Source: an optimization exercise on an open RTL-to-GDS flow (aim: small area, a short achievable clock period and few clock cycles per item). Production flows keep margins and buffers that such runs may drop. The RTL was checked by simulation tests, not by an equivalence proof against the original design.

Design servo_slew_limited_pwm_top, start of the top module:
module servo_slew_limited_pwm_top #(
  parameter int CHANNELS = 5
) (
  input  logic               clk,
  input  logic               rst_n,
  input  logic               in_valid,
  output logic               in_ready,
  input  logic               in_op,
  input  logic [2:0]         in_channel,
  input  logic signed [11:0] in_target_pos,
  input  logic [11:0]        in_step_limit,
  input  logic               in_enable_req,
  input  logic [4:0]         in_pins_low,
  output logic               out_valid,
  input  logic               out_ready,
  output logic [2:0]         out_channel,
  output logic               out_pwm_write,
  output logic [11:0]        out_pwm_value,
  output logic               out_last,
  input  logic               cfg_we,
  input  logic [1:0]         cfg_index,
  input  logic [11:0]        cfg_wdata
);
  logic [11:0] gain_r;
  logic [11:0] mid_r;
  logic [2:0]  n_r;       
  always_ff @(posedge clk) begin
  ...
==> flow/config.mk <==
export PLATFORM = sky130hd
export DESIGN_NAME = servo_slew_limited_pwm_top
export DESIGN_NICKNAME = servo_slew_limited_pwm_top
export VERILOG_FILES = /design/flow/design.v
export SDC_FILE = /design/flow/constraint.sdc
export NUM_CORES = 4
export LEC_CHECK = 0
export CAP_MARGIN = 20
export CORE_MARGIN = 2
export CORE_UTILIZATION = 40
export SLEW_MARGIN = 20
==> flow/constraint.sdc <==
create_clock -name core_clock -period 11.0 [get_ports {clk}]
set_input_delay 2.2000 -clock core_clock [delete_from_list [all_inputs] [get_ports {clk}]]
set_output_delay 2.2000 -clock core_clock [all_outputs]
set_load 0.01 [all_outputs]
standard.sh (not shown) runs the stock make flow with config.mk's settings and CLKGATE_MAP_FILE= SYNTH_SCRIPT=/design/flow/synth_recipe.tcl, a recipe that flattens the netlist after the stock synthesis.
==> flow/flow/run.sh <==
#!/bin/bash
set -euo pipefail
bash standard.sh SETUP_SLACK_MARGIN=6.5 finish > standard.log 2>&1
The starting point completed without violations.
Testbench counts at the start, summed over its fixed seeds: cycles 11,359, items 9,600.
==> next run, changes <==
==> flow/run.sh (new file) <==
#!/bin/bash
# synth_recipe.tcl (not shown) runs the flow's synth.tcl, then flattens the netlist and writes it again
# the make line also repeats each setting of config.mk as NAME=value (left out here)
make -C /OpenROAD-flow-scripts/flow DESIGN_CONFIG=/design/flow/config.mk WORK_HOME=/design/flow/orfs CLKGATE_MAP_FILE= SYNTH_SCRIPT=/design/flow/synth_recipe.tcl finish
ABC_CLOCK_PERIOD_IN_PS = 5000   (was default)
CTS_BUF_LIST = sky130_fd_sc_hd__clkbuf_4   (was default)
SETUP_SLACK_MARGIN = 5   (was default)
removed: flow/flow/run.sh
removed: flow/standard.sh
Effect:
- area after synthesis stays the same
- final area went down by 8.4%
- clock skew increases by 0.064 ns
- wire length falls by 8.1%
==> next run, changes <==
ABC_CLOCK_PERIOD_IN_PS = 3000   (was 5000)
CTS_BUF_LIST = default   (was sky130_fd_sc_hd__clkbuf_4)
After rerunning:
- utilization barely changes
- design area hardly moves
- die area is unchanged
- via count shrinks by 2.3%
- routed wire length shrinks by 0.92%
- final cell count shrinks by 3.2%
==> next run, changes <==
ABC_CLOCK_PERIOD_IN_PS = default   (was 3000)
CORE_UTILIZATION = 55   (was 40)
CTS_CLUSTER_DIAMETER = 100   (was default)
CTS_CLUSTER_SIZE = 30   (was default)
- core utilization came out higher by 15 points
- non-clock buffer count came out lower by 3
- worst setup slack degrades by 0.15 ns
- die area came out lower by a quarter to a third
- via count came out lower by a few percent
==> next run, changes <==
ABC_AREA = 1   (was default)
ABC_CLOCK_PERIOD_IN_PS = 5000   (was default)
CORE_UTILIZATION = 40   (was 55)
CTS_CLUSTER_DIAMETER = default   (was 100)
CTS_CLUSTER_SIZE = default   (was 30)
The new run finished clean.
Via count climbs by 19%.
Flip-flop and latch count is unchanged.
Setup slack is better by 0.048 ns.
Final cell count rises by 31%.
Sequential share of layout area drops by 2.0 points.
Routed wire length is higher by 13%.
Hold slack is worse by 0.0085 ns.


Another version of the RTL of servo_slew_limited_pwm_top (not shown whole).
For scale: roughly 2600 cells after synthesis, ~72 I/O pins, about 0.024 mm^2 of cells after synthesis.
clock: 11.0 ns
lec_check: 0
cap_margin: 20
core_margin: 2
core_utilization: 55
cts_buf_list: sky130_fd_sc_hd__clkbuf_8
cts_cluster_diameter: 60
cts_cluster_size: 20
setup_slack_margin: 5
slew_margin: 20
run.sh (not shown) runs the stock make flow with config.mk's settings and CLKGATE_MAP_FILE= SYNTH_SCRIPT=/design/flow/synth_recipe.tcl, a recipe that flattens the netlist after the stock synthesis.
Stock flow here: none of the scripts above is used.
Testbench counts at the start, summed over its fixed seeds: cycles 9,884, items 9,600.
Then changed:
==> flow/flow/run.sh (new file) <==
#!/bin/bash
set -euo pipefail
bash standard.sh SETUP_SLACK_MARGIN=6.5 finish > standard.log 2>&1
==> flow/standard.sh (new file) <==
#!/bin/bash
# synth_recipe.tcl (not shown) runs the flow's synth.tcl, then flattens the netlist and writes it again
# the make line also repeats each setting of config.mk as NAME=value (left out here)
make -C /OpenROAD-flow-scripts/flow DESIGN_CONFIG=/design/flow/config.mk WORK_HOME=/design/flow/orfs CLKGATE_MAP_FILE= SYNTH_SCRIPT=/design/flow/synth_recipe.tcl "${@:-finish}"
Settings changed: CTS_BUF_LIST sky130_fd_sc_hd__clkbuf_8 to unset, CTS_CLUSTER_DIAMETER 60 to 100, CTS_CLUSTER_SIZE 20 to 30, SETUP_SLACK_MARGIN 5 to unset.
removed: flow/run.sh
- The new run produced a clean layout
- synthesized area is unchanged
- final area increases by 16%
- clock-buffer cell count is lower by 13
- worst setup slack is better by 280 ps
- wire length came out higher by 19%
- global-route usage rises by 4.3 points
- die area stays the same
- utilization rises by 9.9 points


== alpha ==
servo_slew_limited_pwm_top again, from the RTL that the note above started with.
Settings: LEC_CHECK=0, CAP_MARGIN=20, CORE_MARGIN=2, CORE_UTILIZATION=55, CTS_CLUSTER_DIAMETER=100, CTS_CLUSTER_SIZE=30, SLEW_MARGIN=20; clock period 11.0 ns.
standard.sh (not shown) runs the stock make flow with config.mk's settings and CLKGATE_MAP_FILE= SYNTH_SCRIPT=/design/flow/synth_recipe.tcl, a recipe that flattens the netlist after the stock synthesis.
==> flow/flow/run.sh <==
#!/bin/bash
set -euo pipefail
bash standard.sh SETUP_SLACK_MARGIN=6 finish > standard.log 2>&1
alpha: done, clean on timing, DRC and antenna
Testbench counts of alpha, summed over its fixed seeds: cycles 9,884, items 9,600.
## Diff of input files: epsilon against alpha
- CTS_CLUSTER_DIAMETER removed (was 100)
- SETUP_SLACK_MARGIN newly set to 5
- CORE_UTILIZATION changed from 55 to 65
- CTS_CLUSTER_SIZE removed (was 30)
==> flow/run.sh (new file) <==
#!/bin/bash
# synth_recipe.tcl (not shown) runs the flow's synth.tcl, then flattens the netlist and writes it again
# the make line also repeats each setting of config.mk as NAME=value (left out here)
make -C /OpenROAD-flow-scripts/flow DESIGN_CONFIG=/design/flow/config.mk WORK_HOME=/design/flow/orfs CLKGATE_MAP_FILE= SYNTH_SCRIPT=/design/flow/synth_recipe.tcl finish
removed: flow/flow/run.sh
removed: flow/standard.sh
- Required arrival time at the worst endpoint: epsilon higher than alpha
- In epsilon the final wirelength turned out 6.7 mm lower than in alpha.
- epsilon against alpha: worst setup slack shrank by 0.22 ns, hold path depth did not really move.
- Looking only at cell count after placement, and setting everything else aside, the lower value of epsilon and alpha goes to epsilon.
- Relative to alpha, the cell area of epsilon is lower by 7.3%.
- Taking alpha as the reference, in epsilon layout cell share with drive strength beyond 1 has decreased, share of cell area taken by flip-flops and latches increased by 2.4 points relative to the old numbers.


Starting RTL as in the previous note.
make LEC_CHECK=0 CAP_MARGIN=20 CORE_MARGIN=2 CORE_UTILIZATION=40 SETUP_SLACK_MARGIN=4 SLEW_MARGIN=20 finish   # period 11.0 ns
run.sh (not shown) runs the stock make flow with config.mk's settings and CLKGATE_MAP_FILE= SYNTH_SCRIPT=/design/flow/synth_recipe.tcl, a recipe that flattens the netlist after the stock synthesis.
Stock flow here: none of the scripts above is used.
Testbench counts at the start, summed over its fixed seeds: cycles 9,884, items 9,600.
Rerun with:
CORE_UTILIZATION = 55   (was 40)
SETUP_SLACK_MARGIN = 5   (was 4)
The changed run ran to the end with no violations.
Die area went down by 27%.
Cell count went down by 5.3%.
Worst setup slack improves by 0.82 ns.
Fmax went up by 14%.
Design area went up by 0.70%.
Rerun with:
TNS_END_PERCENT = 0   (was unset)
The new run went through all stages and came out clean.
Global-route usage barely changes.
Hold slack stays flat.
Sequential share of layout area is higher by 0.36 points.
Die area is unchanged.
Register-to-register slack is worse by 0.28 ns.
Non-clock buffer count is lower by 20.
Synthesized area is unchanged.
Count of clock-buffer cells in the layout does not change.
Rerun with:
CTS_CLUSTER_DIAMETER = 100   (was unset)
CTS_CLUSTER_SIZE = 30   (was unset)
TNS_END_PERCENT = unset   (was 0)
- setup slack gets better by 0.20 ns
- clock-buffer cell count decreases by 31
- hold slack improves by 0.0080 ns
- wire length came out lower by 1.9%
- final area shrinks by 2.4%

[re-timing with driven ports]
No port has a modelled driver above. Below, the same layouts with a new extraction and two added sets of constraints. Step 1: set_driving_cell puts a clkbuf_16 on clk and a buf_2 on each other input, an assumption about the parent block. Step 2 moves the port delays by t, midway between the first and last clock arrival at a register: inputs arrive t later, outputs are due t later. That takes back most of the time a late clock gives input paths. a / b / c = ideal ports / drivers / drivers and shift; a / b = the first two.
| run | t, ns | setup WS [ns] | worst setup path at the end | cell pins on the clock port's net |
|---|---|---|---|---|
| the first run of note 1 | 0.617 | 5.977 / 5.977 / 5.977 | register to register | 1 |
| the second run of note 1 | 0.804 | 5.528 / 5.528 / 5.528 | register to register | 1 |
| the third run of note 1 | 0.603 | 5.537 / 5.537 / 5.537 | register to register | 1 |
| the fourth run of note 1 | 0.594 | 5.386 / 5.386 / 5.386 | register to register | 1 |
| the fifth run of note 1 | 0.638 | 5.434 / 5.434 / 5.434 | register to register | 1 |
| the first run of note 2 | 0.684 | 5.222 / 5.222 / 5.222 | register to register | 1 |
| the second run of note 2 | 0.612 | 5.497 / 5.497 / 5.497 | register to register | 1 |
| alpha | 0.617 | 5.448 / 5.448 / 5.448 | register to register | 1 |
| epsilon | 0.630 | 5.227 / 5.227 / 5.227 | register to register | 1 |
| the first run of note 4 | 0.640 | 4.476 / 4.476 / 4.476 | register to register | 1 |
| the second run of note 4 | 0.637 | 5.298 / 5.298 / 5.298 | register to register | 1 |
| the third run of note 4 | 0.638 | 5.020 / 5.020 / 5.020 | register to register | 1 |
| the fourth run of note 4 | 0.615 | 5.219 / 5.219 / 5.219 | register to register | 1 |
After both steps every run listed still meets setup and hold.
